Source: an optimization exercise on an open RTL-to-GDS flow (aim: small area, a short achievable clock period and few clock cycles). Production flows keep margins and buffers that such runs may drop. Function was checked by simulation only, so behaviour that the tests miss may differ from the original. Power and IR drop assume default switching activity.

## job 101
Design rank_code_stream_decoder_unit, start of the top module:
module rank_code_stream_decoder_unit
#(
  parameter int MAX_SYMBOLS = 255,
  parameter int MAX_WIDTH   = 4
) (
  input  logic       clk,
  input  logic       rst_n,
  input  logic       in_valid,
  output logic       in_ready,
  input  logic [7:0] in_stream_byte,
  output logic       out_valid,
  input  logic       out_ready,
  output logic [7:0] out_symbol,
  output logic       out_unknown_code,
  output logic       out_end_of_frame,
  output logic       out_last
);
Size in the first run: ~25 I/O pins.
==> flow/config.mk <==
export PLATFORM = sky130hd
export DESIGN_NAME = rank_code_stream_decoder_unit
export DESIGN_NICKNAME = rank_code_stream_decoder_unit
export VERILOG_FILES = /design/flow/design.v
export SDC_FILE = /design/flow/constraint.sdc
export NUM_CORES = 4
export LEC_CHECK = 0
export ABC_CLOCK_PERIOD_IN_PS = 1500
export CAP_MARGIN = 20
export CORE_MARGIN = 2
export CORE_UTILIZATION = 40
export CTS_CLUSTER_DIAMETER = 60
export CTS_CLUSTER_SIZE = 24
export SETUP_SLACK_MARGIN = 4.6
export SLEW_MARGIN = 20
==> flow/constraint.sdc <==
create_clock -name core_clock -period 7.0 [get_ports {clk}]
set_input_delay 1.4000 -clock core_clock [delete_from_list [all_inputs] [get_ports {clk}]]
set_output_delay 1.4000 -clock core_clock [all_outputs]
set_load 0.01 [all_outputs]
run.sh (not shown) runs the stock make flow with config.mk's settings and CLKGATE_MAP_FILE= SYNTH_SCRIPT=/design/flow/synth_recipe.tcl, a recipe that flattens the netlist after the stock synthesis.
Job 101 completed every stage of the flow, and the final layout passed the timing, DRC and antenna checks.
Testbench counts of job 101, summed over its fixed seeds: cycles 22,751.
The inputs of job 102 differ from those of job 101 as listed below.
==> flow/config.mk <==
export PLATFORM = sky130hd
export DESIGN_NAME = rank_code_stream_decoder_unit
export DESIGN_NICKNAME = rank_code_stream_decoder_unit
export VERILOG_FILES = /design/flow/design.v
export SDC_FILE = /design/flow/constraint.sdc
export NUM_CORES = 4
export LEC_CHECK = 0
export ABC_CLOCK_PERIOD_IN_PS = 2000
export CAP_MARGIN = 20
export CORE_MARGIN = 2
export CORE_UTILIZATION = 40
export CTS_BUF_LIST = sky130_fd_sc_hd__clkbuf_8
export SETUP_SLACK_MARGIN = 4.0
export SLEW_MARGIN = 20
==> comparison <==
- As far as count of port buffers added during placement goes, job 102 and job 101 are indistinguishable; the numbers are identical.
- Cmp job 102 vs job 101: number of global-route vias before repair higher in job 102
- Job 102 against job 101: clock skew after layout picked up an extra 0.019 ns, sequential power neither gained nor lost much.

rank_code_stream_decoder_unit again, from the RTL that the note above started with.
// rank_code_stream_decoder_unit
module rank_code_stream_decoder_unit
#(
  parameter int MAX_SYMBOLS = 255,
  parameter int MAX_WIDTH   = 4
) (
  input  logic       clk,
  input  logic       rst_n,
  input  logic       in_valid,
  output logic       in_ready,
  input  logic [7:0] in_stream_byte,
  output logic       out_valid,
  input  logic       out_ready,
  output logic [7:0] out_symbol,
  output logic       out_unknown_code,
  output logic       out_end_of_frame,
  output logic       out_last
);
==> flow/config.mk <==
export PLATFORM = sky130hd
export DESIGN_NAME = rank_code_stream_decoder_unit
export DESIGN_NICKNAME = rank_code_stream_decoder_unit
export VERILOG_FILES = /design/flow/design.v
export SDC_FILE = /design/flow/constraint.sdc
export NUM_CORES = 4
export LEC_CHECK = 0
export ABC_CLOCK_PERIOD_IN_PS = 1500
export CAP_MARGIN = 20
export CORE_MARGIN = 2
export CORE_UTILIZATION = 40
export SETUP_SLACK_MARGIN = 4.6
export SLEW_MARGIN = 20
==> flow/constraint.sdc <==
create_clock -name core_clock -period 7.0 [get_ports {clk}]
set_input_delay 1.4000 -clock core_clock [delete_from_list [all_inputs] [get_ports {clk}]]
set_output_delay 1.4000 -clock core_clock [all_outputs]
set_load 0.01 [all_outputs]
Testbench counts at the start, summed over its fixed seeds: cycles 22,751.
Rerun with:
Settings changed: ABC_CLOCK_PERIOD_IN_PS 1500 to 3000, SETUP_SLACK_MARGIN 4.6 to 4.0.
Global-route usage went down by 0.89 points. Power went down by 0.60%. Sequential power stays flat. First-iteration DRC count hardly moves. Synthesized cell count stays the same. Fmax went down by 3.3%. Hold slack loses 15 ps.

rank_code_stream_decoder_unit, a different RTL version from the one above (not shown whole).
Size: roughly 4800 cells after synthesis, ~25 I/O pins, roughly 64000 sq um of cells after synthesis.
==> flow/config.mk <==
export PLATFORM = sky130hd
export DESIGN_NAME = rank_code_stream_decoder_unit
export DESIGN_NICKNAME = rank_code_stream_decoder_unit
export VERILOG_FILES = /design/flow/design.v
export SDC_FILE = /design/flow/constraint.sdc
export NUM_CORES = 4
export LEC_CHECK = 0
export ABC_CLOCK_PERIOD_IN_PS = 2000
export CAP_MARGIN = 20
export CORE_MARGIN = 2
export CORE_UTILIZATION = 40
export CTS_CLUSTER_DIAMETER = 70
export CTS_CLUSTER_SIZE = 28
export PLACE_DENSITY = 0.75
export SETUP_SLACK_MARGIN = 4.3
export SLEW_MARGIN = 20
==> flow/constraint.sdc <==
create_clock -name core_clock -period 7.0 [get_ports {clk}]
set_input_delay 1.4000 -clock core_clock [delete_from_list [all_inputs] [get_ports {clk}]]
set_output_delay 1.4000 -clock core_clock [all_outputs]
set_load 0.01 [all_outputs]
The starting point completed without violations.
Testbench counts at the start, summed over its fixed seeds: cycles 22,759.
Next try:
--- a/flow/config.mk
+++ b/flow/config.mk
@@ -14,2 +14 @@
-export PLACE_DENSITY = 0.75
-export SETUP_SLACK_MARGIN = 4.3
+export SETUP_SLACK_MARGIN = 4.0
The changed run completed without violations.
Combinational power goes down by 18%.
Count of clock-buffer cells in the layout goes up by 17.
Flip-flop and latch count stays the same.

==> re-timing with driven ports <==
The results above use ideal ports. As a check the final layouts listed here were re-extracted and re-timed, cells and wires unchanged. Step 1, drivers: a clkbuf_16 drives clk and a buf_2 each remaining input, both assumed. Step 2 moves the port delays by t, midway between the first and last clock arrival at a register: inputs arrive t later, outputs are due t later. That takes back most of the time a late clock gives input paths. Slacks: ideal ports / drivers / drivers and shift; pairs: ideal ports / drivers.
run	t (ns)	setup slack, ns	hold slack, ns
job 101	0.850	3.606 / 3.606 / 3.606	0.311 / 0.311 / 0.311
job 102	1.078	3.643 / 3.643 / 3.643	0.300 / 0.300 / 0.300
the first run of note 2	0.927	3.674 / 3.674 / 3.674	0.322 / 0.322 / 0.322
the second run of note 2	0.902	3.559 / 3.559 / 3.559	0.308 / 0.308 / 0.308
the first run of note 3	0.826	4.023 / 4.023 / 3.984	0.336 / 0.336 / 0.336
the second run of note 3	0.834	3.970 / 3.970 / 3.772	0.319 / 0.319 / 0.319
After both steps every run listed still meets setup and hold. For the second run of note 3, which loses most, drivers alone change the setup slack by 0.000 ns; drivers and shift together by -0.198 ns.
